This design comes from an exercise in tuning for small area, a short achievable clock period and few clock cycles per item on the open sky130 flow, not from production work.
In this exercise RTL edits were held to simulation tests only and were not proved equivalent to the original.
Power is estimated from default activity; no workload was simulated.

<file path="flow/config.mk">
export PLATFORM = sky130hd
export DESIGN_NAME = ex_muldiv_unit
export DESIGN_NICKNAME = ex_muldiv_unit
export VERILOG_FILES = /design/flow/design.v
export SDC_FILE = /design/flow/constraint.sdc
export NUM_CORES = 4
export LEC_CHECK = 0
export ABC_AREA = 1
export CAP_MARGIN = 20
export CORE_MARGIN = 2
export CORE_UTILIZATION = 40
export GPL_TIMING_DRIVEN = 1
export PLACE_DENSITY = 0.6
export SETUP_SLACK_MARGIN = 1.8
export SLEW_MARGIN = 20
</file>
<file path="flow/constraint.sdc">
create_clock -name core_clock -period 6.0 [get_ports {clk}]
set_input_delay 1.2000 -clock core_clock [delete_from_list [all_inputs] [get_ports {clk}]]
set_output_delay 1.2000 -clock core_clock [all_outputs]
set_load 0.01 [all_outputs]
</file>
<file path="flow/design.v">
module ex_muldiv_unit (
   input  logic        clk,
   input  logic        resetN,
   input  logic        startIn,
   input  logic [2:0]  func3,
   input  logic [31:0] reg1Value,
   input  logic [31:0] reg2Value,
   input  logic [4:0]  rd,
   input  logic        killIn,
   input  logic        stallIn,
   output logic        busyOut,
   output logic        doneOut,
   output logic [31:0] resultOut,
   output logic [4:0]  rdOut
);
   localparam logic [2:0] S_MUL = 3'd0, S_DIV = 3'd1, S_FIX = 3'd2, S_DPREP = 3'd3, S_MOVE = 3'd4;
   logic [2:0]  state;
   logic [2:0]  op;
   logic [32:0] M;       
   logic [33:0] B;       
   logic        sb;      
   logic [63:0] acc;     
   logic [1:0]  adj;     
   logic [4:0]  cnt;     
   logic [5:0]  bsel;    
   logic        negq, negr;
   assign resultOut = acc[31:0];
   function automatic logic [32:0] neg33(input logic [32:0] x);
      neg33[0] = x[0];
      for (int i = 1; i < 33; i++)
         neg33[i] = x[i] ^ (|(x & ((33'd1 << i) - 33'd1)));
   endfunction
   function automatic logic [4:0] tpos(input logic [31:0] x);
      logic [31:0] v;
      logic [4:0]  q [32];
      for (int i = 0; i < 32; i++) begin v[i] = x[i]; q[i] = 5'd0; end
      for (int l = 0; l < 5; l++)
         for (int g = 0; g < (16 >> l); g++) begin
            q[g] = v[2*g+1] ? (q[2*g+1] | 5'(1 << l)) : q[2*g];
            v[g] = v[2*g+1] | v[2*g];
         end
      tpos = q[0];
   endfunction
   function automatic logic [31:0] lowmask(input logic [31:0] x);
      logic [31:0] m;
      m = x;
      for (int k = 1; k < 32; k = k * 2) m = m | (m >> k);
      lowmask = m;
   endfunction
   function automatic logic [16:0] digflags(input logic [32:0] x);
      logic [34:0] w;
      w = {x[32], x, 1'b0};
      digflags = '0;
      for (int i = 1; i < 17; i++)
         digflags[i] = (w[2*i +: 3] != 3'b000) && (w[2*i +: 3] != 3'b111);
   endfunction
   function automatic logic [8:0] toppair(input logic [32:0] x);
      logic [17:0] f;
      logic [8:0]  pf, pm;
      f = {1'b0, digflags(x)};
      f[0] = 1'b1;
      for (int p = 0; p < 9; p++) pf[p] = f[2*p] | f[2*p+1];
      pm = pf;
      for (int k = 1; k < 9; k = k * 2) pm = pm | (pm >> k);
      toppair = pm & ~(pm >> 1);
   endfunction
   function automatic logic [4:0] onehotwin(input logic [32:0] x, input logic [8:0] oh);
      logic [36:0] w;
      w = {{3{x[32]}}, x, 1'b0};
      onehotwin = '0;
      for (int p = 0; p < 9; p++)
         if (oh[p]) onehotwin = onehotwin | w[4*p +: 5];
   endfunction
   function automatic logic [3:0] ohenc(input logic [8:0] oh);
      ohenc = '0;
      for (int p = 0; p < 9; p++)
         if (oh[p]) ohenc = ohenc | 4'(p);
   endfunction
   function automatic logic [4:0] pairwin(input logic [32:0] x, input logic [3:0] p);
      logic [36:0] w;
      w = {{3{x[32]}}, x, 1'b0};
      pairwin = w[{p, 2'b00} +: 5];
   endfunction
   function automatic logic [5:0] bdec(input logic [4:0] w);
      logic [2:0] lo, hi;
      lo = w[2:0];
      hi = w[4:2];
      bdec = {hi[2] & ~(hi[1] & hi[0]), (hi == 3'b011) || (hi == 3'b100), hi[1] ^ hi[0],
              lo[2] & ~(lo[1] & lo[0]), (lo == 3'b011) || (lo == 3'b100), lo[1] ^ lo[0]};
   endfunction
   logic        s1, s2, sgn1, sgn2;
   logic [32:0] a_ext, b_ext, na;
   logic [8:0]  o1, o2;
   logic        swap;
   logic [3:0]  pStart;
   logic [32:0] mLoad, bLoad;
   logic [31:0] aDiv, bDiv;
   logic [4:0]  posA, posB;
   logic        divLt;
   logic        early, bz, ovf;
   logic [31:0] earlyVal;
   always_comb begin
      s1 = (func3 != 3'd3) && (func3 != 3'd5) && (func3 != 3'd7);
      s2 = (func3 == 3'd0) || (func3 == 3'd1) || (func3 == 3'd4) || (func3 == 3'd6);
      sgn1 = s1 & reg1Value[31];
      sgn2 = s2 & reg2Value[31];
      a_ext = {sgn1, reg1Value};
      b_ext = {sgn2, reg2Value};
      na = neg33(a_ext);
      o1 = toppair(a_ext);
      o2 = toppair(b_ext);
      swap = |(lowmask({15'd0, digflags(b_ext)}) & ~lowmask({15'd0, digflags(a_ext)}));
      pStart = swap ? ohenc(o1) : ohenc(o2);
      aDiv  = sgn1 ? {~reg1Value[30:0], 1'b1} : reg1Value;
      bDiv  = sgn2 ? ~reg2Value : reg2Value;
      divLt = |(lowmask(bDiv) & ~lowmask(aDiv));
      posA  = tpos(aDiv);
      posB  = tpos(bDiv);
      if (func3[2]) begin
         mLoad = sgn1 ? na : a_ext;
         bLoad = b_ext;
      end else begin
         mLoad = swap ? b_ext : a_ext;
         bLoad = swap ? a_ext : b_ext;
      end
      bz    = reg2Value == '0;
      ovf   = !func3[0] && reg2Value == '1 && reg1Value == 32'h8000_0000;
      early = func3[2] && (bz || ovf || divLt);
      earlyVal[30:0] = func3[2] ? (func3[1] ? reg1Value[30:0] : {31{bz}}) : 31'd0;
      earlyVal[31]   = func3[2] && (func3[1] ? (reg1Value[31] && !ovf) : (bz || ovf));
   end
   logic        nLo, tLo, oLo, nHi, tHi, oHi;
   logic [34:0] ppLo, ppHi;
   logic [38:0] lowSum;
   logic [26:0] up, upInc, upDec, upNext;
   logic [63:0] mulNext;
   logic [33:0] diff;
   logic        ge;
   logic [31:0] remNext, quoNext;
   logic [32:0] negOut;
   always_comb begin
      {nHi, tHi, oHi, nLo, tLo, oLo} = bsel;
      ppLo    = (({35{tLo}} & {M[32], M, 1'b0}) | ({35{oLo}} & {{2{M[32]}}, M})) ^ {35{nLo}};
      ppHi    = (({35{tHi}} & {M[32], M, 1'b0}) | ({35{oHi}} & {{2{M[32]}}, M})) ^ {35{nHi}};
      lowSum  = {2'b00, acc[32:0], 1'b0, nHi, 1'b0, nLo}
              + {{2{ppHi[34]}}, ppHi, 2'b00} + {{4{ppLo[34]}}, ppLo};
      up      = acc[63:37];
      for (int i = 0; i < 27; i++) begin
         upInc[i] = up[i] ^ (&(up | ~((27'd1 << i) - 27'd1)));
         upDec[i] = up[i] ^ ~(|(up & ((27'd1 << i) - 27'd1)));
      end
      upNext  = (adj == 2'b01) ? upInc : (adj == 2'b11) ? upDec : up;
      mulNext = {upNext[22:0], acc[36:33], lowSum[36:0]};
      diff    = {2'b00, M[31:0]} + B + {33'd0, ~sb};
      ge      = !diff[33];
      remNext = ge ? diff[31:0] : M[31:0];
      quoNext = {acc[30:0], ge};
      negOut  = neg33({1'b0, acc[31:0]});
   end
   always_ff @(posedge clk) begin
      if (!resetN) begin
         busyOut <= 1'b0;
         doneOut <= 1'b0;
      end else if (killIn) begin
         busyOut <= 1'b0;
         doneOut <= 1'b0;
      end else if (!busyOut && !doneOut) begin
         if (startIn) begin
            op    <= func3;
            rdOut <= rd;
            M     <= mLoad;
            B     <= {bLoad[32], bLoad};
            sb    <= sgn2;
            acc   <= {32'd0, earlyVal};
            adj   <= 2'b00;
            negq  <= sgn1 ^ sgn2;
            negr  <= sgn1;
            cnt   <= func3[2] ? posA : {1'b0, pStart};
            bsel  <= func3[2] ? {1'b0, posB} :
                     swap ? bdec(onehotwin(a_ext, o1)) : bdec(onehotwin(b_ext, o2));
            if (early) begin
               doneOut <= 1'b1;
            end else begin
               busyOut <= 1'b1;
               state   <= func3[2] ? S_DPREP : S_MUL;
            end
         end
      end else if (doneOut) begin
         if (!stallIn) doneOut <= 1'b0;
      end else begin
         case (state)
            S_MUL: begin
               acc  <= mulNext;
               adj  <= lowSum[38:37];
               cnt  <= cnt - 5'd1;
               bsel <= bdec(pairwin(B, cnt[3:0] - 4'd1));
               if (cnt == 5'd0) begin
                  if (op[1:0] == 2'd0) begin
                     busyOut <= 1'b0;
                     doneOut <= 1'b1;
                  end else begin
                     state <= S_MOVE;
                  end
               end
            end
            S_DIV: begin
               M[31:0]   <= remNext;
               acc[31:0] <= quoNext;
               B         <= {B[33], B[33:1]};
               cnt       <= cnt - 5'd1;
               if (cnt == 5'd0) begin
                  if (op[1]) acc[31:0] <= remNext;
                  if (op[1] ? negr : negq) begin
                     state <= S_FIX;
                  end else begin
                     busyOut <= 1'b0;
                     doneOut <= 1'b1;
                  end
               end
            end
            S_DPREP: begin
               B     <= (B << (cnt - bsel[4:0])) ^ {34{~sb}};
               cnt   <= cnt - bsel[4:0];
               state <= S_DIV;
            end
            S_MOVE: begin
               busyOut   <= 1'b0;
               doneOut   <= 1'b1;
               acc[31:0] <= {upNext, acc[36:32]};
            end
            default: begin  
               busyOut   <= 1'b0;
               doneOut   <= 1'b1;
               acc[31:0] <= negOut[31:0];
            end
         endcase
      end
   end
endmodule
</file>
<file path="flow/run.sh">
#!/bin/bash
# synth_recipe.tcl (not shown) runs the flow's synth.tcl, then flattens the netlist and writes it again
# the make line also repeats each setting of config.mk as NAME=value (left out here)
make -C /OpenROAD-flow-scripts/flow DESIGN_CONFIG=/design/flow/config.mk WORK_HOME=/design/flow/orfs CLKGATE_MAP_FILE= SYNTH_SCRIPT=/design/flow/synth_recipe.tcl finish
</file>
==> results.py, run 1 <==
metrics = {
    "status": {
        "status": "finished clean",
    },
    "grt": {
        "grt.total_usage_pct": 38.15,
        "grt_overflow": 0,
        "antenna_found_initial": 1,
        "grt_max_degree": 73,
        "grt_pass1_vias": 27430,
        "grt_pass1_wl_um": 181500,
    },
    "cells_and_area": {
        "nets": 4362,
        "register_area_um2": 4755,
        "area_growth_pct": 13.78,
        "multi_input_area_um2": 18230,
        "drive_gt1_share_pct": 8.743,
        "fillers": 6762,
    },
    "power": {
        "power_density_nw_per_um2": 208.2,
        "p_leak_nw": 12.91,
        "ir_drop_v": 0.0001831,
    },
    "worst_setup_path": {
        "critical_path.startpoint": "reg2Value[14]",
        "worstPathArrival_ps": 4360,
        "crit_path_end_kind": "flop",
        "path_class": "input port to flop",
        "crit_fanout": 33,
        "r2r_start": "bsel[4]$_DFFE_PP_",
        "worstPathRequired_ps": 6220,
        "startpoint_type": "input port",
    },
    "timing": {
        "relSlewSlack_pct": 23.29,
        "max_freq_mhz": 241.7,
        "fin_ws_ps": 1863,
        "slew_viol_final": 0,
        "post-route-period-util_pct": 68.94,
        "period_needed_ps": 4137,
        "hold_viol_final": 0,
        "fin_skew_ps": 14.92,
        "setup_viol_count_final": 0,
        "tns_ps": 0,
        "rsz0062_at_grt": "true",
        "whs_ps": 551.1,
        "worst_slew_pin_slew_ps": 1146,
    },
    "yosys": {
        "yosysMostFrequentCell": "nand2_1",
        "synth_top_area_share_pct": 18.74,
        "synth_edf_count": 157,
        "synth_fp_nets": 4325,
        "yosysWarnings": 3,
        "syn_inst": 4102,
        "async_flop_share_pct": 0,
        "yosysTopAreaCell": "edfxtp_1",
        "syn_area_per_cell_um2": 6.133,
        "synth_common_cells": "1,046 x nand2_1, 446 x inv_1, 416 x nor2_1",
        "synthDistinctLibCells": 64,
        "synth_area_um2": 25160,
        "synth_seq_area_share_pct": 18.90,
        "synth_area_leaders": "edfxtp_1 19%, nand2_1 16%, o21ai_0 8.0%, inv_1 6.7%, nor2_1 6.2%",
        "ys_ff_latch": 159,
        "synth_ff_type": "edfxtp_1",
    },
    "placement": {
        "place_ws_ps": 810.1,
        "gp_congestion": 1.068,
        "io_buffers": 115,
        "hpwl_um": 101000,
    },
    "routing": {
        "avgViaCountPerCell": 5.992,
        "antenna_left": 0,
        "wl_per_cell_um": 25.28,
        "finalWirelength_um": 126200,
        "drc": 0,
        "first_pass_iters": 6,
        "vias": 29910,
        "drt_iter0_markers": 4059,
    },
    "die": {
        "chipWidth_um": 254.8,
        "pin_count": 116,
        "chipHeight_um": 254.8,
        "core_um2": 61940,
        "start_util_pct": 40.61,
        "dieArea_um2": 64910,
        "rows": 91,
    },
    "clock_tree": {
        "cts_buffers": 17,
        "path_clk_slew_ps": 70,
        "clock_sinks": 159,
        "cts_root_buf": "clkbuf_16",
        "cts_buffer_depth": 2,
        "clk_latency_ps": 490,
        "h-tree-depth": 4,
        "cts_tree": "yes",
        "cts_hold_buf": 0,
    },
    "run": {
        "cap_violations": 0,
    },
    "worst_hold_path": {
        "hp-start": "busyOut$_SDFFE_PN0P_",
        "hp-class": "flop to flop",
    },
}
## cell families after synthesis
family / Yosys count / synth area share, %
simple gates: 1940 / 32.90
compound gates: 955 / 21.45
buf+inv: 701 / 11.29
xor+xnor: 180 / 6.267
flops: 159 / 18.90
fa+ha+maj: 146 / 8.366
mux: 21 / 0.8356
## layout by cell type, fill, tap and decap left out, types with 37 or more instances in the layout
| cell type | instances |
|---|---|
| a21oi_1 | 244 |
| buf_4 | 108 |
| clkdlybuf4s50_1 | 75 |
| edfxtp_1 | 157 |
| fa_1 | 37 |
| ha_1 | 89 |
| inv_1 | 430 |
| nand2_1 | 1035 |
| nand3_1 | 251 |
| nand4_1 | 76 |
| nor2_1 | 398 |
| nor3_1 | 40 |
| o21ai_0 | 384 |
| o22ai_1 | 95 |
| xor2_1 | 160 |
## power by group
part | internal (mW) | total [mW] | switching, mW
logic | 1.12 | 3.42 | 2.29
registers | 1.32 | 1.42 | 0.103
clock network | 0.578 | 1.12 | 0.543
total | 3.02 | 5.96 | 2.94
## layer usage
layer / vias up / global-route usage, % / part of all wire [%]
li1: 13840 / - / -
met1: 13950 / 50.02 / 40
met2: 1772 / 57.91 / 42
met3: 349 / 6.011 / 9.4
met4: 0 / 25.33 / 7.9
met5: - / 0 / 0
## final timing paths
check                              end  slack, ps  cells past startpoint
setup / recovery       M[25]$_DFFE_PP_       1860                     18
hold / removal    busyOut$_SDFFE_PN0P_        550                      2
setup reg to reg     acc[27]$_DFFE_PP_       1890                     19
hold reg to reg   busyOut$_SDFFE_PN0P_        550                      2
## worst max-delay path: stages
cell and delay, ps:
clkdlybuf4s50_1 570, inv_2 230, nand3_1 150, o21ai_0 150
o21ai_1 220, nor2_2 190, inv_2 40, nor2_1 120
nand2_1 170, nand4_1 140, nand3_2 100, nor2_4 200
nand3_4 100, buf_6 220, nand2_1 120, inv_1 50
o21ai_0 280, nand2_1 80
## what timing repair did
item / in CTS / in global routing
pin swaps: 3 / 32
resized for setup: 61 / 158
gates cloned: 3 / 1
setup buffers: 11 / 29
setup endpoints to repair: 105 / 121
## metrics by stage
step	cell area [um^2]	power, mW	utilization (%)	cells
detailed placement	26980	4.477	43.56	4912
floorplan	25160	3.455	-	4102
global route	28620	6.282	46.21	4990
global placement	26980	4.478	43.56	4912
finish	28620	5.959	46.21	4991
CTS	27820	5.629	44.91	4958
## registers in the layout (all words and copies together), names as in the netlist
name,count
adj,2
B,34
state,3
M,33
rdOut,5
acc,64
cnt,5
doneOut,1
op,2
sb,1
busyOut,1
negq,1
negr,1
bsel,6
## area by class of cell
| cell class | instances | share of cell area [%] |
|---|---|---|
| clock buffer | 18 | 1.499 |
| sequential | 159 | 16.61 |
| clock inverter | 14 | 0.4546 |
| inverter | 481 | 6.482 |
| tap | 837 | 3.659 |
| timing repair inverter | 1 | 0.01748 |
| timing repair buffer | 234 | 7.571 |
| antenna | 2 | 0.01748 |
| multi-input combinational | 3245 | 63.69 |
Testbench counts, summed over its fixed seeds: cycles 21,081, items 3,200.
==> run 2, diff against run 1 <==
--- a/flow/config.mk
+++ b/flow/config.mk
@@ -7,3 +7,2 @@
 export LEC_CHECK = 0
-export ABC_AREA = 1
 export CAP_MARGIN = 20
@@ -13,3 +12,3 @@
 export PLACE_DENSITY = 0.6
-export SETUP_SLACK_MARGIN = 1.8
+export SETUP_SLACK_MARGIN = 1.2
 export SLEW_MARGIN = 20
==> results.py, run 2 <==
metrics = {
    "worst_setup_path": {
        "r2r_start": "sb$_DFFE_PP_",
        "crit_path_end_kind": "flop",
        "path_class": "input port to flop",
        "slowest_stage": "clkdlybuf4s50_1",
        "critical_path.startpoint": "reg1Value[15]",
        "crit_top_cell": "a211oi_1",
        "crit_fanout": 8,
        "startpoint_type": "input port",
        "max_stage_delay_ps": 840,
        "worstPathArrival_ps": 5170,
        "worstPathRequired_ps": 6210,
        "crit_path_cell_trace": "clkdlybuf4s50_1 > nand3_1 > o22ai_1 > buf_4 > and2b_1 > a221o_1 > a211oi_1 > inv_1 > ha_1 > mux2i_1 > a211oi_1 > a2111oi_2 > a31oi_1",
    },
    "grt": {
        "grt_pass1_wl_um": 169300,
        "grt_pass1_vias": 24770,
        "grt_overflow": 0,
        "grt_max_degree": 71,
        "antenna_found_initial": 2,
        "grt.total_usage_pct": 37.46,
    },
    "cells_and_area": {
        "top_register": "acc",
        "fillers": 5973,
        "nets": 3324,
        "antenna-diode-count": 0,
        "drive_gt1_share_pct": 10.76,
        "largest_reg_flops": 64,
        "area_growth_pct": 12.69,
        "final_cell_mix": "276 x nand2_1, 259 x a21oi_1, 247 x nor2_1",
        "top_regs": "acc: 64 flops, B: 34 flops, M: 33 flops",
        "final_cells": 3887,
        "final_common_cell": "nand2_1",
    },
    "placement": {
        "io_buffers": 115,
        "gp_congestion": 1.051,
        "hpwl_um": 90810,
        "place_inst": 3836,
    },
    "timing": {
        "setup_viol_count_final": 0,
        "fin_skew_ps": 20.58,
        "period_needed_ps": 4955,
        "hold_viol_final": 0,
        "worst_slew_pin_slew_ps": 957.6,
        "relSlewSlack_pct": 36.01,
        "rsz0062_at_grt": "true",
        "post-route-period-util_pct": 82.59,
        "slew_viol_final": 0,
        "tns_ps": 0,
        "max_freq_mhz": 201.8,
    },
    "routing": {
        "wl_per_cell_um": 30.20,
        "antenna_left": 0,
        "first_pass_iters": 9,
        "drc": 0,
        "vias": 26120,
        "drt_iter0_markers": 3273,
        "avgViaCountPerCell": 6.721,
        "finalWirelength_um": 117400,
    },
    "yosys": {
        "syn_inst": 3083,
        "synth_seq_area_share_pct": 19.91,
        "synth_edf_count": 157,
        "async_flop_share_pct": 0,
        "synth_top_area_share_pct": 19.75,
        "synth_area_leaders": "edfxtp_1 20%, xnor2_1 6.4%, ha_1 5.7%, a21oi_1 5.5%, o21ai_0 4.6%",
        "yosysMostFrequentCell": "nand2_1",
        "synth_fp_nets": 3306,
        "ys_ff_latch": 159,
        "synth_common_cells": "276 x nand2_1, 264 x a21oi_1, 253 x nor2_1",
        "synth_ff_type": "edfxtp_1",
        "synthDistinctLibCells": 106,
        "yosysWarnings": 3,
        "yosysTopAreaCell": "edfxtp_1",
        "synth_area_um2": 23880,
        "syn_area_per_cell_um2": 7.744,
    },
    "power": {
        "clockPowerShare_pct": 19.9,
        "pwr-share-seq_pct": 24.4,
        "power_density_nw_per_um2": 220.8,
        "p_int_mw": 3.114,
        "p_comb_share_pct": 55.8,
        "p_leak_nw": 9.993,
        "p_sw_mw": 2.826,
        "sw_frac_of_total_pct": 47.58,
        "ir_drop_v": 0.0001867,
    },
    "clock_tree": {
        "h-tree-depth": 4,
        "path_clk_slew_ps": 80,
        "cts_hold_buf": 0,
        "cts_tree": "yes",
        "cts_root_buf": "clkbuf_16",
        "cts_buffer_depth": 2,
        "clk_latency_ps": 510,
        "cts_buffers": 17,
        "clock_sinks": 159,
    },
    "run": {
        "cap_violations": 0,
    },
    "worst_hold_path": {
        "hp-class": "flop to flop",
        "hp-start": "acc[35]$_SDFFCE_PP0P_",
    },
    "die": {
        "chipHeight_um": 248.3,
        "dieArea_um2": 61660,
        "chipWidth_um": 248.3,
        "rows": 89,
        "core_um2": 59020,
        "pin_count": 116,
        "start_util_pct": 40.45,
    },
    "status": {
        "status": "finished clean",
    },
}
run 2: changes by cell type after synthesis, sizes merged, moves of 78 or more:
cell    change
inv       -375
a211oi     +78
nor2      -179
o21ai     -152
nand2     -780
mux2i      +88
xnor2     +157
xor2      -107
nand3     -177
run 2: what timing repair did:
action | CTS | global route
setup endpoints to repair | 24 | 50
buffers inserted | 14 | 5
pin swaps | 0 | 4
gates resized for setup | 12 | 32
cloned | 0 | 0
run 2: logic make-up after synthesis:
group,after synthesis,synth area share [%]
buffers and inverters,380,7.174
AO/OA/AOI/OAI,1057,28.48
AND/OR/NAND/NOR,955,19.34
XOR/XNOR,231,8.532
flip-flops,159,19.91
multiplexers,155,7.746
adder cells (fa/ha/maj),146,8.815
run 2: final timing paths:
kind	end	slack (ps)	depth (start not counted)
worst max register to register	acc[6]$_DFFE_PP_	1380	12
worst min register to register	acc[39]$_SDFFCE_PP0P_	690	1
worst min-delay path	acc[39]$_SDFFCE_PP0P_	690	1
worst max-delay path	bsel[1]$_DFFE_PP_	1040	13
run 2: per-stage QoR:
stage | cell area (um^2) | util (%) | power [mW] | hold slack (ps) | setup slack [ps]
CTS | 26730 | 45.29 | 5.799 | 681.1 | 1071
detailed placement | 25900 | 43.89 | 4.600 | 657.3 | 202.1
finish | 26900 | 45.59 | 5.940 | 685.7 | 1045
global route | 26900 | 45.59 | 6.198 | 674.6 | 1021
floorplan | 23880 | - | 3.552 | 524.9 | 1715
global placement | 25880 | 43.85 | 4.572 | 660.7 | 132.9
run 2: critical path, delay by kind of cell:
family | cells | cell delay, ps
buffers and inverters | 3 | 1130
AOI/OAI and AO/OA | 6 | 1800
and+or+nand+nor | 2 | 550
muxes | 1 | 260
adders and majority gates | 1 | 220
run 2: area by class of cell:
cell class / instances / area [um^2] / share of cell area, %
clock buffer: 17 / 425.4 / 1.581
clock inverter: 15 / 190.2 / 0.7069
inverter: 97 / 364.1 / 1.353
multi-input combinational: 2544 / 17660 / 65.65
sequential: 159 / 4755 / 17.67
tap: 773 / 967.2 / 3.595
timing repair buffer: 282 / 2540 / 9.441
run 2: per-layer routing:
metal,GRT usage (%),vias up,part of all wire (%)
li1,-,11500,-
met1,47.24,12680,39
met2,59.58,1618,45
met3,7.304,323,9.2
met4,21.78,4,6.5
met5,0,-,0.023
run 2: power by group through the flow:
stage | Sequential, mW | Combinational [mW] | Clock (mW)
6_report | 1.45 | 3.31 | 1.18
5_1_grt | 1.45 | 3.53 | 1.22
4_1_cts | 1.44 | 3.17 | 1.18
3_5_place_dp | 1.48 | 3.12 | 0
3_3_place_gp | 1.47 | 3.10 | 0
2_1_floorplan | 1.40 | 2.16 | 0
==> run 3, diff against run 2 <==
--- a/flow/config.mk
+++ b/flow/config.mk
@@ -12,3 +12,3 @@
 export PLACE_DENSITY = 0.6
-export SETUP_SLACK_MARGIN = 1.2
+export SETUP_SLACK_MARGIN = 1.5
 export SLEW_MARGIN = 20
==> results.py, run 3 <==
metrics = {
    "status": {
        "status": "finished clean",
    },
    "placement": {
        "io_buffers": 115,
        "gp_congestion": 1.051,
        "hpwl_um": 90810,
        "place_inst": 3836,
        "dpl-instance-area_um2": 25900,
    },
    "worst_setup_path": {
        "crit_fanout": 11,
        "worst-r2r-cell-count": 15,
        "startpoint_type": "input port",
        "path_class": "input port to flop",
        "crit_path_end_kind": "flop",
        "worstPathArrival_ps": 4720,
        "worstPathRequired_ps": 6220,
    },
    "timing": {
        "period_needed_ps": 4494,
        "max_freq_mhz": 222.5,
        "post-route-period-util_pct": 74.89,
        "relSlewSlack_pct": 36.98,
        "worst_slew_pin_slew_ps": 943.1,
        "fin_skew_ps": 24.44,
        "rsz0062_at_grt": "true",
        "slew_viol_final": 0,
        "hold_viol_final": 0,
        "setup_viol_count_final": 0,
        "tns_ps": 0,
    },
    "die": {
        "rows": 89,
        "chipHeight_um": 248.3,
        "start_util_pct": 40.45,
        "core_um2": 59020,
        "pin_count": 116,
        "chipWidth_um": 248.3,
        "dieArea_um2": 61660,
    },
    "clock_tree": {
        "cts_root_buf": "clkbuf_16",
        "clock_sinks": 159,
        "cts_buffer_depth": 2,
        "h-tree-depth": 4,
        "clk_latency_ps": 510,
        "cts_tree": "yes",
        "path_clk_slew_ps": 80,
        "cts_hold_buf": 0,
        "cts_buffers": 17,
    },
    "routing": {
        "antenna_left": 0,
        "first_pass_iters": 9,
        "avgViaCountPerCell": 6.752,
        "vias": 26470,
        "drc": 0,
        "finalWirelength_um": 118800,
        "wl_per_cell_um": 30.30,
        "drt_iter0_markers": 3301,
    },
    "cells_and_area": {
        "final_cells": 3921,
        "top_register": "acc",
        "final_common_cell": "nand2_1",
        "area_growth_pct": 16.51,
        "drive_gt1_share_pct": 14.17,
        "final_cell_mix": "274 x nand2_1, 256 x a21oi_1, 245 x nor2_1",
        "nets": 3357,
        "stdcell_area_um2": 27820,
        "top_regs": "acc: 64 flops, B: 34 flops, M: 33 flops",
        "largest_reg_flops": 64,
    },
    "run": {
        "cap_violations": 0,
    },
    "power": {
        "p_sw_mw": 2.910,
        "p_int_mw": 3.240,
        "power_density_nw_per_um2": 221.1,
        "p_comb_share_pct": 57.4,
        "pwr-share-seq_pct": 23.5,
        "power_mw": 6.149,
        "sw_frac_of_total_pct": 47.32,
        "ir_drop_v": 0.0001847,
        "clockPowerShare_pct": 19.1,
        "p_leak_nw": 10.38,
    },
    "worst_hold_path": {
        "worstHoldPathCells": 1,
        "hp-class": "flop to flop",
    },
    "grt": {
        "grt_overflow": 0,
        "grt_pass1_vias": 24840,
        "antenna_found_initial": 4,
        "grt.total_usage_pct": 37.63,
        "grt_pass1_wl_um": 170000,
        "grt_max_degree": 71,
    },
    "yosys": {
        "synthDistinctLibCells": 106,
        "yosysWarnings": 3,
        "synth_ff_type": "edfxtp_1",
        "synth_fp_nets": 3306,
        "yosysMostFrequentCell": "nand2_1",
        "syn_area_per_cell_um2": 7.744,
        "synth_top_area_share_pct": 19.75,
        "synth_common_cells": "276 x nand2_1, 264 x a21oi_1, 253 x nor2_1",
        "synth_edf_count": 157,
        "synth_area_um2": 23880,
        "async_flop_share_pct": 0,
        "ys_ff_latch": 159,
        "synth_area_leaders": "edfxtp_1 20%, xnor2_1 6.4%, ha_1 5.7%, a21oi_1 5.5%, o21ai_0 4.6%",
        "yosysTopAreaCell": "edfxtp_1",
        "synth_seq_area_share_pct": 19.91,
        "syn_inst": 3083,
    },
}
run 3: cell counts after synthesis:
Identical to the previous run, type by type.
run 3: layout make-up:
| type | instances | area (um^2) |
|---|---|---|
| tap | 773 | 967.2 |
| antenna | 1 | 2.502 |
| clock buffer | 17 | 425.4 |
| inverter | 97 | 364.1 |
| sequential | 159 | 4755 |
| fill | 5913 | 31200 |
| timing repair buffer | 315 | 2869 |
| clock inverter | 15 | 190.2 |
| multi-input combinational | 2544 | 18240 |
run 3: worst paths after layout:
kind / slack [ps] / end / from
max reg2reg: 1530 / acc[15]$_DFFE_PP_ / bsel[1]$_DFFE_PP_
min: 690 / acc[40]$_SDFFCE_PP0P_ / acc[36]$_SDFFCE_PP0P_
min reg2reg: 690 / acc[40]$_SDFFCE_PP0P_ / acc[36]$_SDFFCE_PP0P_
max: 1510 / M[12]$_DFFE_PP_ / reg1Value[3]
run 3: power by group through the flow:
stage / sequential (mW) / combinational [mW] / clock (mW)
5_1_grt: 1.45 / 3.75 / 1.22
3_3_place_gp: 1.47 / 3.10 / 0
6_report: 1.45 / 3.53 / 1.17
3_5_place_dp: 1.48 / 3.12 / 0
2_1_floorplan: 1.40 / 2.16 / 0
4_1_cts: 1.44 / 3.23 / 1.18
run 3: what timing repair did:
item,in CTS,in global routing
setup endpoints to repair,101,64
pin swaps,4,24
gates cloned,1,2
resized for setup,71,116
setup buffers,20,29
run 3: metrics by stage:
step / utilization (%) / hold WS, ps / setup WS (ps)
2_1_floorplan: - / 524.9 / 1715
3_3_place_gp: 43.85 / 660.7 / 132.9
3_5_place_dp: 43.89 / 657.3 / 202.1
4_1_cts: 45.82 / 681.1 / 1367
5_1_grt: 47.13 / 675.6 / 1398
6_report: 47.13 / 688.0 / 1506
run 3: worst max-delay path: stages:
cell             delay, ps
clkdlybuf4s50_1        690
nor3_1                 490
o22ai_1                150
a311o_1                340
a32o_1                 270
a31o_4                 270
nand4_4                180
buf_12                 170
buf_4                  140
mux2_2                 330
o21ai_1                340
o21ai_1                120
run 3: routing by layer:
layer / track usage, % / part of all wire (%)
met5: 0.07949 / 0.032
met4: 22.74 / 6.9
met1: 47.54 / 39
met3: 7.294 / 9.4
met2: 59.34 / 45
run 3: cell families (layout without fill, tap and decap cells):
logic type | count (synthesis) | in the layout | synth area share, %
AOI/OAI and AO/OA | 1057 | 1057 | 28.48
and+or+nand+nor | 955 | 955 | 19.34
buffers and inverters | 380 | 444 | 7.174
xor gates and xnor gates | 231 | 231 | 8.532
DFF | 159 | 159 | 19.91
muxes | 155 | 155 | 7.746
adders and majority gates | 146 | 146 | 8.815
other | 0 | 1 | 0
==> run 4, diff against run 3 <==
==> flow/flow/run.sh (new file) <==
#!/bin/bash
# The standard layout, with buf_2 cells as the port buffers in place of the
# default pick. Make's full output goes to flow_make.log here; each ORFS step
# keeps its own log under orfs/logs.
set -euo pipefail
bash standard.sh 'BUFFER_PORTS_ARGS=-buffer_cell sky130_fd_sc_hd__buf_2' finish > flow_make.log 2>&1
==> flow/standard.sh (new file) <==
#!/bin/bash
# synth_recipe.tcl (not shown) runs the flow's synth.tcl, then flattens the netlist and writes it again
# the make line also repeats each setting of config.mk as NAME=value (left out here)
make -C /OpenROAD-flow-scripts/flow DESIGN_CONFIG=/design/flow/config.mk WORK_HOME=/design/flow/orfs CLKGATE_MAP_FILE= SYNTH_SCRIPT=/design/flow/synth_recipe.tcl "${@:-finish}"
removed: flow/run.sh
==> results.py, run 4 <==
metrics = {
    "worst_setup_path": {
        "crit_path_end_kind": "flop",
        "slowest_stage": "o21ai_0",
        "worstPathRequired_ps": 6190,
        "r2r_start": "bsel[0]$_DFFE_PP_",
        "max_stage_delay_ps": 660,
        "crit_top_cell": "o21ai_0",
        "critical_path.startpoint": "reg2Value[31]",
        "crit_family": "compound AO/OA/AOI/OAI gates",
        "worstPathArrival_ps": 4800,
        "crit_fanout": 38,
        "crit_path_cell_trace": "buf_2 > or4_1 > mux2_2 > nor2_1 > o21ai_0 > a22oi_2 > buf_4 > nand4_4 > buf_12 > nand2_1 > o21ai_0 > o21ai_0 > o21ai_0",
        "cp_num_buf_inv": 3,
        "startpoint_type": "input port",
        "path_class": "input port to flop",
    },
    "yosys": {
        "muxShareOfSynthArea_pct": 7.746,
        "synthXorXnorAreaFrac_pct": 8.532,
        "syn_inst": 3083,
        "synth_adder_area_share_pct": 8.815,
        "synth_area_um2": 23880,
        "synth_ff_type": "edfxtp_1",
        "ys_ff_latch": 159,
        "synth_seq_area_share_pct": 19.91,
        "synth_top_area_share_pct": 19.75,
        "synth_edf_count": 157,
        "yosys.area_share.simple_pct": 19.34,
        "synth_compound_area_share_pct": 28.48,
        "synthDistinctLibCells": 106,
        "synth_common_cells": "276 x nand2_1, 264 x a21oi_1, 253 x nor2_1",
        "yosysMostFrequentCell": "nand2_1",
        "async_flop_share_pct": 0,
        "synth_top_family_by_area": "compound AO/OA/AOI/OAI gates",
        "synth_area_leaders": "edfxtp_1 20%, xnor2_1 6.4%, ha_1 5.7%, a21oi_1 5.5%, o21ai_0 4.6%",
        "yosysWarnings": 3,
        "syn_area_per_cell_um2": 7.744,
        "synth_fp_nets": 3306,
        "yosysTopAreaCell": "edfxtp_1",
    },
    "grt": {
        "grt_max_degree": 127,
        "antenna_found_initial": 3,
        "grt_pass1_vias": 23970,
        "grt_pass1_wl_um": 160000,
        "grt_overflow": 0,
        "grt.total_usage_pct": 35.01,
    },
    "routing": {
        "vias": 25840,
        "wl_per_cell_um": 28.84,
        "drt_iter0_markers": 3629,
        "antenna_left": 0,
        "drc": 0,
        "finalWirelength_um": 110100,
        "avgViaCountPerCell": 6.765,
        "first_pass_iters": 6,
    },
    "worst_hold_path": {
        "hp-start": "acc[35]$_SDFFCE_PP0P_",
        "hp-class": "flop to flop",
    },
    "placement": {
        "gp_congestion": 1.040,
        "hpwl_um": 84950,
        "io_buffers": 115,
        "place_ws_ps": 588.3,
    },
    "timing": {
        "setup_viol_count_final": 0,
        "worst_slew_pin_slew_ps": 1101,
        "fin_ws_ps": 1399,
        "tns_ps": 0,
        "fin_skew_ps": 25.06,
        "max_freq_mhz": 217.3,
        "relSlewSlack_pct": 26.54,
        "period_needed_ps": 4601,
        "slew_viol_final": 0,
        "hold_viol_final": 0,
        "rsz0062_at_grt": "true",
        "post-route-period-util_pct": 76.68,
    },
    "cells_and_area": {
        "top_register": "acc",
        "area_growth_pct": 8.725,
        "final_cell_mix": "276 x nand2_1, 254 x a21oi_1, 247 x nor2_1",
        "final_common_cell": "nand2_1",
        "top_regs": "acc: 64 flops, B: 34 flops, M: 33 flops",
        "drive_gt1_share_pct": 13.27,
        "nets": 3255,
        "largest_reg_flops": 64,
    },
    "clock_tree": {
        "clk_latency_ps": 500,
        "cts_root_buf": "clkbuf_16",
        "clock_sinks": 159,
        "cts_buffer_depth": 2,
        "cts_tree": "yes",
        "cts_hold_buf": 0,
        "h-tree-depth": 4,
        "path_clk_slew_ps": 80,
        "cts_buffers": 17,
    },
    "power": {
        "ir_drop_v": 0.0002184,
        "p_leak_nw": 9.637,
        "power_density_nw_per_um2": 229.7,
    },
    "die": {
        "start_util_pct": 40.45,
        "chipWidth_um": 248.3,
        "chipHeight_um": 248.3,
        "rows": 89,
        "core_um2": 59020,
        "dieArea_um2": 61660,
        "pin_count": 116,
    },
    "status": {
        "status": "finished clean",
    },
    "run": {
        "cap_violations": 0,
    },
}
[run 4: cell type report]
cell class	instances	area [um^2]
diodes	1	2.502
clock buffers	17	425.4
clock inverters	15	190.2
fillers	6015	33060
inverters	97	364.1
multi-input cells	2544	17830
flip-flops and latches	159	4755
well taps	773	967.2
repair buffers	213	1421
[run 4: final timing paths]
check	slack, ps	endpoint	cells after the start
worst max-delay path	1400	M[20]$_DFFE_PP_	13
worst min-delay path	660	acc[39]$_SDFFCE_PP0P_	1
worst min register to register	660	acc[39]$_SDFFCE_PP0P_	1
worst max register to register	1580	acc[22]$_DFFE_PP_	16
[run 4: report_power, final]
group | switching (mW) | internal, mW
clock network | 0.608 | 0.601
logic | 2.08 | 1.23
registers | 0.124 | 1.32
total | 2.81 | 3.15
[run 4: routing by layer]
metal / vias up / track usage, % / part of all wire, %
li1: 11380 / - / -
met1: 12480 / 45.94 / 39
met2: 1662 / 54.51 / 44
met3: 305 / 6.184 / 9.9
met4: 4 / 19.19 / 6.4
met5: - / 0 / 0.031
[run 4: per-stage QoR]
stage / std cells / total power [mW] / utilization, % / cell area, um^2 / hold WS, ps
4_1_cts: 3814 / 5.746 / 43.48 / 25660 / 673.6
3_5_place_dp: 3771 / 4.502 / 42.11 / 24850 / 655.0
6_report: 3819 / 5.963 / 43.98 / 25960 / 664.1
5_1_grt: 3818 / 6.219 / 43.98 / 25960 / 684.5
2_1_floorplan: 3083 / 3.552 / - / 23880 / 524.9
3_3_place_gp: 3770 / 4.487 / 42.05 / 24820 / 666.1
[run 4: cell families after synthesis]
kind of cell               after synthesis
AOI/OAI and AO/OA                     1057
and+or+nand+nor                        955
buffers and inverters                  380
xor gates and xnor gates               231
DFF                                    159
muxes                                  155
adders and majority gates              146
[run 4: worst register-to-register path, stage by stage (launching register included)]
cell       delay, ps
edfxtp_1         500
buf_6            210
a22oi_1          210
xnor2_1          160
fa_1             440
ha_1             370
and4_1           250
and3_1           200
a2bb2oi_2        260
a2111oi_2        110
buf_4            190
or2_1            250
a21oi_1          180
xor2_1           170
nor2_1            70
o31ai_2          390
o221ai_1         190
[run 4: what timing repair did]
item / CTS / global route
gates resized for setup: 16 / 51
gates cloned: 0 / 0
setup endpoints to repair: 32 / 35
setup buffers: 11 / 4
pin swaps: 1 / 13
==> run 5, diff against run 4 <==
--- a/flow/design.v
+++ b/flow/design.v
@@ -56,3 +56,3 @@
    endfunction
-   function automatic logic [8:0] toppair(input logic [32:0] x);
+   function automatic logic [8:0] pairmask(input logic [32:0] x);
       logic [17:0] f;
@@ -64,3 +64,3 @@
       for (int k = 1; k < 9; k = k * 2) pm = pm | (pm >> k);
-      toppair = pm & ~(pm >> 1);
+      pairmask = pm;
    endfunction
@@ -92,3 +92,3 @@
    logic [32:0] a_ext, b_ext, na;
-   logic [8:0]  o1, o2;
+   logic [8:0]  m1, m2, o1, o2;
    logic        swap;
@@ -109,5 +109,7 @@
       na = neg33(a_ext);
-      o1 = toppair(a_ext);
-      o2 = toppair(b_ext);
-      swap = |(lowmask({15'd0, digflags(b_ext)}) & ~lowmask({15'd0, digflags(a_ext)}));
+      m1 = pairmask(a_ext);
+      o1 = m1 & ~(m1 >> 1);
+      m2 = pairmask(b_ext);
+      o2 = m2 & ~(m2 >> 1);
+      swap = |(m2 & ~m1);
       pStart = swap ? ohenc(o1) : ohenc(o2);
--- a/flow/config.mk
+++ b/flow/config.mk
@@ -7,2 +7,3 @@
 export LEC_CHECK = 0
+export ABC_AREA = 1
 export CAP_MARGIN = 20
@@ -12,3 +13,3 @@
 export PLACE_DENSITY = 0.6
-export SETUP_SLACK_MARGIN = 1.5
+export SETUP_SLACK_MARGIN = 2.1
 export SLEW_MARGIN = 20
==> results.py, run 5 <==
metrics = {
    "routing": {
        "avgViaCountPerCell": 6.121,
        "finalWirelength_um": 111300,
        "drc": 0,
        "first_pass_iters": 10,
        "vias": 28440,
        "wl_per_cell_um": 23.95,
        "drt_iter0_markers": 3806,
        "antenna_left": 0,
    },
    "clock_tree": {
        "cts_tree": "yes",
        "cts_buffers": 17,
        "clk_latency_ps": 510,
        "h-tree-depth": 4,
        "clock_sinks": 159,
        "cts_buffer_depth": 2,
        "cts_hold_buf": 0,
        "cts_root_buf": "clkbuf_16",
        "path_clk_slew_ps": 80,
    },
    "worst_hold_path": {
        "hp-class": "flop to flop",
    },
    "timing": {
        "period_needed_ps": 4191,
        "fin_ws_ps": 1809,
        "hold_viol_final": 0,
        "rsz0062_at_grt": "true",
        "max_freq_mhz": 238.6,
        "worst_slew_pin_slew_ps": 1061,
        "relSlewSlack_pct": 28.49,
        "slew_viol_final": 0,
        "tns_ps": 0,
        "post-route-period-util_pct": 69.86,
        "fin_skew_ps": 20.75,
        "setup_viol_count_final": 0,
    },
    "worst_setup_path": {
        "worstPathArrival_ps": 4450,
        "startpoint_type": "flop",
        "worstPathRequired_ps": 6260,
        "crit_path_end_kind": "flop",
        "path_class": "flop to flop",
        "crit_fanout": 7,
        "rrSetupSlack_ps": 1810,
    },
    "cells_and_area": {
        "fillers": 6267,
        "area_growth_pct": 13.34,
        "register_area_um2": 4755,
        "final_common_cell": "nand2_1",
        "largest_reg_flops": 64,
        "top_register": "acc",
        "drive_gt1_share_pct": 12.58,
        "stdcell_area_um2": 27280,
        "top_regs": "acc: 64 flops, B: 34 flops, M: 33 flops",
        "post-route-util_pct": 46.05,
        "final_cell_mix": "866 x nand2_1, 391 x inv_1, 361 x nor2_1",
        "multi_input_area_um2": 17610,
        "nets": 4079,
    },
    "yosys": {
        "yosysMostFrequentCell": "nand2_1",
        "synth_ff_type": "edfxtp_1",
        "ys_ff_latch": 159,
        "synth_area_um2": 24070,
        "yosysTopAreaCell": "edfxtp_1",
        "synth_common_cells": "885 x nand2_1, 404 x inv_1, 393 x nor2_1",
        "syn_area_per_cell_um2": 6.307,
        "async_flop_share_pct": 0,
        "synth_top_area_share_pct": 19.58,
        "synth_fp_nets": 4039,
        "yosysWarnings": 3,
        "syn_inst": 3817,
        "synth_edf_count": 157,
        "synth_area_leaders": "edfxtp_1 20%, nand2_1 14%, o21ai_0 7.5%, inv_1 6.3%, nor2_1 6.1%",
        "synth_seq_area_share_pct": 19.75,
        "synthDistinctLibCells": 55,
    },
    "placement": {
        "gp_congestion": 1.097,
        "hpwl_um": 86510,
        "place_ws_ps": 1249,
        "dpl-instance-area_um2": 25000,
        "io_buffers": 115,
    },
    "power": {
        "ir_drop_v": 0.0002292,
        "power_mw": 6.163,
        "p_leak_nw": 11.97,
        "power_density_nw_per_um2": 225.9,
    },
    "grt": {
        "grt_pass1_wl_um": 160000,
        "grt_overflow": 0,
        "grt_pass1_vias": 25230,
        "grt_max_degree": 77,
        "antenna_found_initial": 3,
        "grt.total_usage_pct": 33.92,
    },
    "die": {
        "chipWidth_um": 249.3,
        "start_util_pct": 40.64,
        "chipHeight_um": 249.3,
        "pin_count": 116,
        "dieArea_um2": 62160,
        "rows": 89,
        "core_um2": 59240,
    },
    "status": {
        "status": "finished clean",
    },
    "run": {
        "cap_violations": 0,
    },
}
-- run 5: cell type report --
type | count | area share, %
repair buffers | 227 | 6.255
diodes | 3 | 0.02752
well taps | 773 | 3.545
clock buffers | 20 | 1.637
inverters | 435 | 6.131
multi-input cells | 3014 | 64.54
repair inverters | 3 | 0.07337
flip-flops and latches | 159 | 17.43
clock inverters | 12 | 0.3669
-- run 5: per-layer routing --
metal  vias to the layer above  wire length (um)  global-route usage (%)
met5                         -                12                       0
li1                      13030                 -                       -
met3                       356             12010                   5.904
met2                      1917             46910                   51.51
met1                     13130             43930                   44.49
met4                         2              8412                   21.62
-- run 5: report_power, final --
part	total, mW	internal (mW)	switching, mW
sequential	1.43	1.32	0.108
combinational	3.64	1.27	2.37
clock	1.09	0.548	0.546
total	6.16	3.14	3.02
-- run 5: stage by stage --
step	instances	hold WS, ps
after floorplan	3817	494.7
after global placement	4541	507.2
after detailed placement	4541	504.2
after CTS	4599	516.9
after global routing	4644	533.8
final	4646	512.6
-- run 5: final timing paths --
kind	cells past startpoint	end	start
max	20	acc[27]$_DFFE_PP_	bsel[4]$_DFFE_PP_
min	2	busyOut$_SDFFE_PN0P_	busyOut$_SDFFE_PN0P_
max reg2reg	20	acc[27]$_DFFE_PP_	bsel[4]$_DFFE_PP_
min reg2reg	2	busyOut$_SDFFE_PN0P_	busyOut$_SDFFE_PN0P_
-- run 5: kinds of logic after synthesis --
logic type,synth area share [%]
xor+xnor,6.658
simple gates,29.90
fa+ha+maj,8.690
compound gates,22.57
buf+inv,11.11
mux,1.331
flops,19.75
-- run 5: repair_timing --
| item | 4_1_cts | 5_1_grt |
|---|---|---|
| buffers inserted | 22 | 37 |
| gates cloned | 4 | 5 |
| setup endpoints to repair | 74 | 107 |
| hold endpoints to repair | 0 | 0 |
| gates resized for setup | 76 | 189 |
| pin swaps | 11 | 60 |
-- run 5: worst max-delay path: stages (launching register included) --
cell	delay [ps]
edfxtp_1	430
buf_6	130
clkinvlp_4	150
buf_12	190
o22ai_1	220
xor2_1	250
fa_1	500
ha_4	340
nand2_1	150
nor2_1	240
nand4_1	180
nand3_2	130
a21o_1	180
nand2_2	70
o21ai_1	170
xnor2_1	150
nor2_1	70
nor2_2	200
nand2_1	70
nand3_1	70
nand2_1	60
Testbench counts of run 5, summed over its fixed seeds: cycles 21,081, items 3,200.
==> run 6, diff against run 5 <==
--- a/flow/config.mk
+++ b/flow/config.mk
@@ -13,3 +13,3 @@
 export PLACE_DENSITY = 0.6
-export SETUP_SLACK_MARGIN = 2.1
+export SETUP_SLACK_MARGIN = 1.8
 export SLEW_MARGIN = 20
==> results.py, run 6 <==
metrics = {
    "status": {
        "status": "finished clean",
    },
    "worst_setup_path": {
        "crit_path_end_kind": "flop",
        "path_class": "input port to flop",
        "rrSetupSlack_ps": 1890,
        "r2r_start": "M[0]$_DFFE_PP_",
        "worstPathRequired_ps": 6340,
        "r2r_end": "acc[22]$_DFFE_PP_",
        "crit_fanout": 26,
        "worstPathArrival_ps": 4630,
        "worst-r2r-cell-count": 21,
        "startpoint_type": "input port",
    },
    "die": {
        "core_um2": 59240,
        "pin_count": 116,
        "rows": 89,
        "chipWidth_um": 249.3,
        "chipHeight_um": 249.3,
        "dieArea_um2": 62160,
        "start_util_pct": 40.64,
    },
    "timing": {
        "relSlewSlack_pct": 22.30,
        "fin_skew_ps": 15.84,
        "worst_slew_pin_slew_ps": 1166,
        "hold_viol_final": 0,
        "post-route-period-util_pct": 71.35,
        "tns_ps": 0,
        "period_needed_ps": 4281,
        "setup_viol_count_final": 0,
        "fin_ws_ps": 1719,
        "slew_viol_final": 0,
        "rsz0062_at_grt": "true",
        "max_freq_mhz": 233.6,
    },
    "clock_tree": {
        "cts_hold_buf": 0,
        "cts_tree": "yes",
        "cts_buffers": 17,
        "clock_sinks": 159,
        "h-tree-depth": 4,
        "cts_root_buf": "clkbuf_16",
        "clk_latency_ps": 510,
        "path_clk_slew_ps": 80,
        "cts_buffer_depth": 2,
    },
    "yosys": {
        "synth_area_leaders": "edfxtp_1 20%, nand2_1 14%, o21ai_0 7.5%, inv_1 6.3%, nor2_1 6.1%",
        "synth_top_area_share_pct": 19.58,
        "yosysWarnings": 3,
        "syn_inst": 3817,
        "syn_area_per_cell_um2": 6.307,
        "ys_ff_latch": 159,
        "synthDistinctLibCells": 55,
        "async_flop_share_pct": 0,
        "synth_seq_area_share_pct": 19.75,
        "synth_area_um2": 24070,
        "synth_edf_count": 157,
        "yosysMostFrequentCell": "nand2_1",
        "synth_common_cells": "885 x nand2_1, 404 x inv_1, 393 x nor2_1",
        "synth_ff_type": "edfxtp_1",
        "synth_fp_nets": 4039,
        "yosysTopAreaCell": "edfxtp_1",
    },
    "cells_and_area": {
        "final_cell_mix": "880 x nand2_1, 400 x inv_1, 379 x nor2_1",
        "nets": 4022,
        "post-route-util_pct": 44.04,
        "final_common_cell": "nand2_1",
        "top_register": "acc",
        "largest_reg_flops": 64,
        "area_growth_pct": 8.389,
        "drive_gt1_share_pct": 8.996,
        "top_regs": "acc: 64 flops, B: 34 flops, M: 33 flops",
        "fillers": 6383,
    },
    "power": {
        "power_density_nw_per_um2": 227.1,
        "p_leak_nw": 11.54,
        "ir_drop_v": 0.0002508,
    },
    "routing": {
        "drt_iter0_markers": 3468,
        "drc": 0,
        "vias": 27710,
        "finalWirelength_um": 111400,
        "wl_per_cell_um": 24.29,
        "first_pass_iters": 6,
        "avgViaCountPerCell": 6.039,
        "antenna_left": 0,
    },
    "worst_hold_path": {
        "hp-start": "busyOut$_SDFFE_PN0P_",
        "worstHoldPathCells": 2,
        "min_to": "busyOut$_SDFFE_PN0P_",
        "hp-class": "flop to flop",
    },
    "grt": {
        "antenna_found_initial": 3,
        "grt_max_degree": 80,
        "grt_overflow": 0,
        "grt_pass1_vias": 24990,
        "grt.total_usage_pct": 34.77,
        "grt_pass1_wl_um": 162800,
    },
    "placement": {
        "gp_congestion": 1.080,
        "place_ws_ps": 1116,
        "hpwl_um": 88670,
        "io_buffers": 115,
    },
    "run": {
        "cap_violations": 0,
    },
}
-- run 6: cell counts after synthesis --
Identical to the previous run, type by type.
-- run 6: power by group --
part	leakage, nW	switching (mW)	internal [mW]	total, mW
clock	0.287	0.583	0.598	1.18
sequential	1.47	0.111	1.32	1.44
combinational	9.78	2.23	1.08	3.31
-- run 6: repair_timing --
item,in CTS,in global routing
setup buffers,5,5
endpoints found under the setup margin,30,71
gates resized for setup,11,83
gates cloned,1,0
endpoints found under the hold margin,0,0
pin swaps,0,13
-- run 6: how the worst max path moves through the flow --
stage,from,cells past startpoint,to,slack (ps)
final,reg2Value[31],11,acc[5]$_DFFE_PP_,1720
after floorplan,startIn,6,acc[32]$_SDFFCE_PP0P_,1960
after CTS,bsel[4]$_DFFE_PP_,22,acc[27]$_DFFE_PP_,1790
after detailed placement,reg1Value[31],20,M[19]$_DFFE_PP_,1120
after global placement,reg1Value[31],20,M[25]$_DFFE_PP_,1130
after global routing,func3[1],19,M[19]$_DFFE_PP_,1660
-- run 6: cell type report --
cell class | count | area [um^2] | share of cell area, %
Tap cell | 773 | 967.2 | 3.707
Multi-Input combinational cell | 3012 | 17050 | 65.34
Sequential cell | 159 | 4755 | 18.22
Clock buffer | 18 | 439.2 | 1.683
Timing Repair Buffer | 174 | 1079 | 4.133
Inverter | 435 | 1643 | 6.296
Clock inverter | 14 | 150.1 | 0.5754
Antenna cell | 2 | 5.005 | 0.01918
Timing Repair inverter | 1 | 7.507 | 0.02877
-- run 6: critical path: stages --
cell	delay [ps]
buf_2	250
buf_4	260
inv_1	310
nand4_1	160
nor2_1	170
nand3_1	90
nor2_1	420
nor2_1	160
nor2_2	800
o21ai_0	550
nand2_1	210
-- run 6: cell families after synthesis --
group,Yosys count,synth area share (%)
buf+inv,646,11.11
mux,32,1.331
xor+xnor,183,6.658
flops,159,19.75
simple gates,1704,29.90
fa+ha+maj,145,8.690
compound gates,948,22.57
-- run 6: metrics by stage --
step	cells	total power, mW	hold WS (ps)	area, um^2
6_report	4588	5.926	517.3	26090
4_1_cts	4580	5.674	523.0	25680
3_5_place_dp	4542	4.478	506.3	25000
2_1_floorplan	3817	3.548	494.7	24070
5_1_grt	4587	6.261	564.3	26090
3_3_place_gp	4542	4.485	508.2	25000
-- run 6: per-layer routing --
| layer | GRT usage, % | share of wire (%) | up-vias |
|---|---|---|---|
| met5 | 0 | 0 | - |
| met3 | 5.350 | 9.7 | 320 |
| li1 | - | - | 12930 |
| met2 | 52.60 | 42 | 1700 |
| met4 | 22.44 | 7.6 | 0 |
| met1 | 46.10 | 40 | 12750 |
==> run 7, diff against run 6 <==
--- a/flow/config.mk
+++ b/flow/config.mk
@@ -8,5 +8,5 @@
 export ABC_AREA = 1
-export CAP_MARGIN = 20
+export CAP_MARGIN = 0
 export CORE_MARGIN = 2
-export CORE_UTILIZATION = 40
+export CORE_UTILIZATION = 30
 export GPL_TIMING_DRIVEN = 1
@@ -14,2 +14,2 @@
 export SETUP_SLACK_MARGIN = 1.8
-export SLEW_MARGIN = 20
+export SLEW_MARGIN = 0
==> results.py, run 7 <==
metrics = {
    "yosys": {
        "synth_common_cells": "885 x nand2_1, 404 x inv_1, 393 x nor2_1",
        "async_flop_share_pct": 0,
        "syn_inst": 3817,
        "syn_area_per_cell_um2": 6.307,
        "synth_seq_area_share_pct": 19.75,
        "synth_area_um2": 24070,
        "yosysWarnings": 3,
        "synthDistinctLibCells": 55,
        "synth_edf_count": 157,
        "ys_ff_latch": 159,
        "synth_fp_nets": 4039,
        "synth_area_leaders": "edfxtp_1 20%, nand2_1 14%, o21ai_0 7.5%, inv_1 6.3%, nor2_1 6.1%",
        "yosysMostFrequentCell": "nand2_1",
        "yosysTopAreaCell": "edfxtp_1",
        "synth_ff_type": "edfxtp_1",
        "synth_top_area_share_pct": 19.58,
    },
    "timing": {
        "fin_skew_ps": 20.50,
        "tns_ps": 0,
        "rsz0062_at_grt": "true",
        "post-route-period-util_pct": 70.46,
        "setup_viol_count_final": 0,
        "relSlewSlack_pct": 23.60,
        "slew_viol_final": 0,
        "whs_ps": 508.2,
        "period_needed_ps": 4228,
        "max_freq_mhz": 236.5,
        "worst_slew_pin_slew_ps": 1128,
        "hold_viol_final": 0,
    },
    "clock_tree": {
        "h-tree-depth": 4,
        "cts_buffer_depth": 2,
        "cts_tree": "yes",
        "clock_sinks": 159,
        "path_clk_slew_ps": 70,
        "cts_hold_buf": 0,
        "cts_buffers": 17,
        "clk_latency_ps": 490,
        "cts_root_buf": "clkbuf_16",
    },
    "die": {
        "chipHeight_um": 287.3,
        "rows": 103,
        "chipWidth_um": 287.3,
        "dieArea_um2": 82530,
        "start_util_pct": 30.37,
        "core_um2": 79260,
        "pin_count": 116,
    },
    "placement": {
        "io_buffers": 115,
        "hpwl_um": 97010,
        "dpl-instance-area_um2": 25300,
        "gp_congestion": 1.043,
    },
    "power": {
        "sw_frac_of_total_pct": 49.63,
        "pwr-share-seq_pct": 23.6,
        "p_int_mw": 3.063,
        "power_mw": 6.080,
        "clockPowerShare_pct": 18.5,
        "p_comb_share_pct": 57.9,
        "p_sw_mw": 3.018,
        "power_density_nw_per_um2": 225.6,
        "ir_drop_v": 0.0001929,
        "p_leak_nw": 11.69,
    },
    "routing": {
        "finalWirelength_um": 122200,
        "drt_iter0_markers": 3375,
        "wl_per_cell_um": 25.04,
        "first_pass_iters": 7,
        "wl_met3_um": 11900,
        "wl_met1_um": 49980,
        "avgViaCountPerCell": 5.764,
        "antenna_left": 0,
        "vias": 28150,
        "wl_met2_um": 51870,
        "drc": 0,
        "highest_layer": "met5",
    },
    "grt": {
        "grt_pass1_vias": 26060,
        "antenna_found_initial": 12,
        "grt_overflow": 0,
        "grt_pass1_wl_um": 175600,
        "grt.total_usage_pct": 28.76,
        "grt_max_degree": 74,
    },
    "cells_and_area": {
        "largest_reg_flops": 64,
        "top_register": "acc",
        "register_area_um2": 4755,
        "top_regs": "acc: 64 flops, B: 34 flops, M: 33 flops",
        "final_cell_mix": "876 x nand2_1, 396 x inv_1, 376 x nor2_1",
        "stdcell_area_um2": 26950,
        "nets": 4040,
        "area_growth_pct": 11.93,
        "final_common_cell": "nand2_1",
        "drive_gt1_share_pct": 10.34,
        "fillers": 8783,
        "multi_input_area_um2": 17350,
    },
    "worst_setup_path": {
        "crit_path_cell_trace": "clkbuf_4 > o21ai_4 > nand2_4 > buf_4 > nand2_1 > o21ai_1 > inv_1 > nand2_1 > nor2_1 > inv_1 > o211ai_1 > a31oi_1 > o21ai_0 > nand2_1 > nand3_1",
        "path_class": "input port to flop",
        "worstPathArrival_ps": 4580,
        "startpoint_type": "input port",
        "crit_family": "compound AO/OA/AOI/OAI gates",
        "slowest_stage": "o21ai_0",
        "crit_path_end_kind": "flop",
        "crit_fanout": 40,
        "cp_num_buf_inv": 4,
        "crit_top_cell": "nand2_1",
        "max_stage_delay_ps": 750,
        "worstPathRequired_ps": 6350,
    },
    "worst_hold_path": {
        "hp-class": "flop to flop",
    },
    "run": {
        "cap_violations": 0,
    },
    "status": {
        "status": "finished clean",
    },
}
## run 7: cell counts after synthesis
Identical to the previous run, type by type.
## run 7: path summary, 6_finish.rpt
kind / cells after the start / endpoint / start / slack (ps)
worst max register to register: 21 / acc[29]$_DFFE_PP_ / bsel[0]$_DFFE_PP_ / 1880
worst max-delay path: 15 / cnt[0]$_DFFE_PP_ / func3[2] / 1770
worst min-delay path: 2 / busyOut$_SDFFE_PN0P_ / busyOut$_SDFFE_PN0P_ / 510
worst min register to register: 2 / busyOut$_SDFFE_PN0P_ / busyOut$_SDFFE_PN0P_ / 510
## run 7: worst min-delay path, stage by stage, from the launching register on
cell and delay, ps:
dfxtp_1 340, nand2_1 70, a21oi_1 50
## run 7: repair_timing
item,CTS,global route
gates resized for setup,19,165
pin swaps,1,43
buffers inserted,11,20
endpoints found under the setup margin,49,102
gates cloned,3,1
## run 7: cells by family after synthesis
logic type	Yosys count	synth area share, %
AO/OA/AOI/OAI	948	22.57
XOR/XNOR	183	6.658
adder cells (fa/ha/maj)	145	8.690
buffers and inverters	646	11.11
flip-flops	159	19.75
multiplexers	32	1.331
AND/OR/NAND/NOR	1704	29.90
## run 7: through the flow
step / setup slack, ps / cells / utilization [%]
final: 1772 / 4883 / 34.00
after global routing: 1685 / 4881 / 33.99
after CTS: 1748 / 4859 / 32.82
after detailed placement: 834.9 / 4814 / 31.92
after global placement: 848.4 / 4814 / 31.92
after floorplan: 1961 / 3817 / -
## run 7: power groups by stage
stage	Combinational, mW	Clock, mW	Sequential (mW)
floorplan	2.16	0	1.39
global placement	3.10	0	1.46
detailed placement	3.10	0	1.46
CTS	3.14	1.13	1.43
global route	3.81	1.17	1.44
finish	3.52	1.13	1.43
## run 7: per-layer routing
metal / up-vias / track usage [%]
met4: 14 / 16.95
met3: 357 / 5.040
li1: 12960 / -
met5: - / 0
met2: 1640 / 43.86
met1: 13180 / 37.98
## run 7: cell type report
type                    instances  share of cell area (%)
repair buffers                190                   4.634
clock inverters                13                  0.4829
diodes                          3                 0.02786
clock buffers                  18                   1.593
well taps                    1050                   4.876
inverters                     435                   6.283
multi-input cells            3013                   64.40
repair inverters                2                 0.05572
flip-flops and latches        159                   17.64
==> run 8, diff against run 7 <==
--- a/flow/config.mk
+++ b/flow/config.mk
@@ -10,5 +10,5 @@
 export CORE_MARGIN = 2
-export CORE_UTILIZATION = 30
+export CORE_UTILIZATION = 50
 export GPL_TIMING_DRIVEN = 1
-export PLACE_DENSITY = 0.6
+export PLACE_DENSITY = 0.7
 export SETUP_SLACK_MARGIN = 1.8
==> results.py, run 8 <==
metrics = {
    "die": {
        "start_util_pct": 50.53,
        "core_um2": 47650,
        "rows": 80,
        "chipHeight_um": 223.4,
        "dieArea_um2": 49920,
        "pin_count": 116,
    },
    "yosys": {
        "async_flop_share_pct": 0,
        "synth_seq_area_share_pct": 19.75,
        "synth_area_leaders": "edfxtp_1 20%, nand2_1 14%, o21ai_0 7.5%, inv_1 6.3%, nor2_1 6.1%",
        "synth_common_cells": "885 x nand2_1, 404 x inv_1, 393 x nor2_1",
        "yosysWarnings": 3,
        "synth_top_area_share_pct": 19.58,
        "synth_compound_area_share_pct": 22.57,
        "synth_top_family_by_area": "simple AND/OR/NAND/NOR gates",
        "muxShareOfSynthArea_pct": 1.331,
        "yosysTopAreaCell": "edfxtp_1",
        "yosysMostFrequentCell": "nand2_1",
        "synthDistinctLibCells": 55,
        "synth_ff_type": "edfxtp_1",
        "synth_edf_count": 157,
        "syn_inst": 3817,
        "synth_adder_area_share_pct": 8.690,
        "synthXorXnorAreaFrac_pct": 6.658,
        "yosys.area_share.simple_pct": 29.90,
        "syn_area_per_cell_um2": 6.307,
        "synth_area_um2": 24070,
    },
    "timing": {
        "slew_viol_final": 0,
        "setup_viol_count_final": 0,
        "rsz0062_at_grt": "true",
        "fin_ws_ps": 1772,
        "max_freq_mhz": 236.5,
        "relSlewSlack_pct": 27.08,
        "fin_skew_ps": 17.52,
        "worst_slew_pin_slew_ps": 1080,
        "tns_ps": 0,
        "period_needed_ps": 4228,
        "hold_viol_final": 0,
        "post-route-period-util_pct": 70.47,
    },
    "clock_tree": {
        "cts_tree": "yes",
        "cts_root_buf": "clkbuf_16",
        "h-tree-depth": 4,
        "clock_sinks": 159,
        "path_clk_slew_ps": 70,
        "clk_latency_ps": 510,
        "cts_buffers": 17,
    },
    "worst_setup_path": {
        "crit_family": "simple AND/OR/NAND/NOR gates",
        "crit_top_cell": "nand2_1",
        "crit_path_end_kind": "flop",
        "path_class": "flop to flop",
        "cp_num_buf_inv": 3,
        "slowest_stage": "fa_1",
        "max_stage_delay_ps": 500,
        "crit_path_cell_trace": "clkinvlp_4 > buf_12 > buf_4 > o22ai_2 > xor2_1 > fa_1 > ha_4 > a21o_1 > a21oi_1 > nand2_1 > nand2_1 > nand3_2 > a21o_1 > nand2_2 > nand2_1 > nand2_1 > nand2_1 > or2_2 > nand3_1 > nand3b_1 > nand3_1 > nand2_1",
        "worstPathArrival_ps": 4480,
        "startpoint_type": "flop",
    },
    "placement": {
        "place_ws_ps": 1240,
        "io_buffers": 115,
        "place_inst": 4388,
        "hpwl_um": 90420,
        "gp_congestion": 1.101,
        "dpl-instance-area_um2": 24830,
    },
    "cells_and_area": {
        "top_regs": "acc: 64 flops, B: 34 flops, M: 33 flops",
        "top_register": "acc",
        "drive_gt1_share_pct": 9.812,
        "largest_reg_flops": 64,
        "final_cell_mix": "874 x nand2_1, 401 x inv_1, 372 x nor2_1",
        "fillers": 4992,
        "final_common_cell": "nand2_1",
        "nets": 4031,
        "area_growth_pct": 8.436,
        "final_cells": 4442,
        "stdcell_area_um2": 26100,
        "register_area_um2": 4755,
        "post-route-util_pct": 54.79,
    },
    "grt": {
        "grt_pass1_vias": 26320,
        "grt.total_usage_pct": 44.58,
        "use_met1_pct": 55.74,
        "gr-usage-met3_pct": 9.272,
        "grt_max_degree": 65,
        "use_met2_pct": 70.02,
        "antenna_found_initial": 5,
        "grt_pass1_wl_um": 165700,
    },
    "routing": {
        "drt_iter0_markers": 4034,
        "drc": 0,
        "avgViaCountPerCell": 6.380,
        "wl_per_cell_um": 25.65,
        "antenna_left": 0,
        "finalWirelength_um": 114000,
        "first_pass_iters": 8,
        "vias": 28340,
    },
    "worst_hold_path": {
        "hp-class": "flop to flop",
    },
    "power": {
        "pwr-share-seq_pct": 23.5,
        "p_int_mw": 3.071,
        "p_leak_nw": 11.61,
        "sw_frac_of_total_pct": 49.45,
        "clockPowerShare_pct": 19.7,
        "p_sw_mw": 3.005,
        "power_density_nw_per_um2": 232.7,
        "power_mw": 6.075,
        "ir_drop_v": 0.0001847,
    },
    "status": {
        "status": "finished clean",
    },
    "run": {
        "cap_violations": 0,
    },
}
-- run 8: cell counts after synthesis --
No cell type changed its count.
-- run 8: area by class of cell --
cell class / instances / share of cell area [%]
tap: 615 / 2.948
multi-input combinational: 3012 / 65.79
sequential: 159 / 18.21
timing repair buffer: 183 / 4.338
timing repair inverter: 1 / 0.02876
clock buffer: 17 / 1.630
inverter: 435 / 6.317
clock inverter: 15 / 0.6854
antenna: 5 / 0.04793
-- run 8: final timing paths --
kind / slack, ps / startpoint / end / cells after the start
setup / recovery: 1770 / bsel[4]$_DFFE_PP_ / acc[29]$_DFFE_PP_ / 22
hold / removal: 520 / busyOut$_SDFFE_PN0P_ / busyOut$_SDFFE_PN0P_ / 2
setup reg to reg: 1770 / bsel[4]$_DFFE_PP_ / acc[29]$_DFFE_PP_ / 22
hold reg to reg: 520 / busyOut$_SDFFE_PN0P_ / busyOut$_SDFFE_PN0P_ / 2
-- run 8: power by group through the flow --
stage	clock network [mW]	logic [mW]	registers (mW)
finish	1.20	3.45	1.43
detailed placement	0	3.06	1.45
global route	1.23	3.73	1.43
CTS	1.20	3.10	1.42
global placement	0	3.07	1.45
floorplan	0	2.16	1.39
-- run 8: layer usage --
layer,wire (um),share of wire (%)
met5,13,0.011
met3,12610,11
met2,50170,44
met1,42950,38
met4,8200,7.2
-- run 8: cells by family (layout without fill, tap and decap cells) --
kind of cell | after synthesis | after routing
mux | 32 | 32
other cells | 0 | 5
xor+xnor | 183 | 183
flops | 159 | 159
simple gates | 1704 | 1704
fa+ha+maj | 145 | 145
buf+inv | 646 | 651
compound gates | 948 | 948
-- run 8: worst reg2reg max path, stage by stage (launching register included) --
cell	delay [ps]
edfxtp_1	490
clkinvlp_4	220
buf_12	180
buf_4	140
o22ai_2	160
xor2_1	230
fa_1	500
ha_4	270
a21o_1	200
a21oi_1	140
nand2_1	70
nand2_1	90
nand3_2	140
a21o_1	260
nand2_2	90
nand2_1	80
nand2_1	80
nand2_1	60
or2_2	270
nand3_1	90
nand3b_1	100
nand3_1	80
nand2_1	50
-- run 8: what timing repair did --
action / CTS / global route
setup endpoints to repair: 29 / 55
pin swaps: 0 / 20
hold buffers: 0 / 0
gates resized for setup: 15 / 104
buffers inserted: 11 / 5
gates cloned: 1 / 0

Setup slack of run 8, layout unchanged: 1.772 ns with ideal ports, 1.772 ns with driving cells assumed (clock clkbuf_16, inputs buf_2), 1.428 ns with port delays also shifted by the 0.557 ns mid clock arrival.
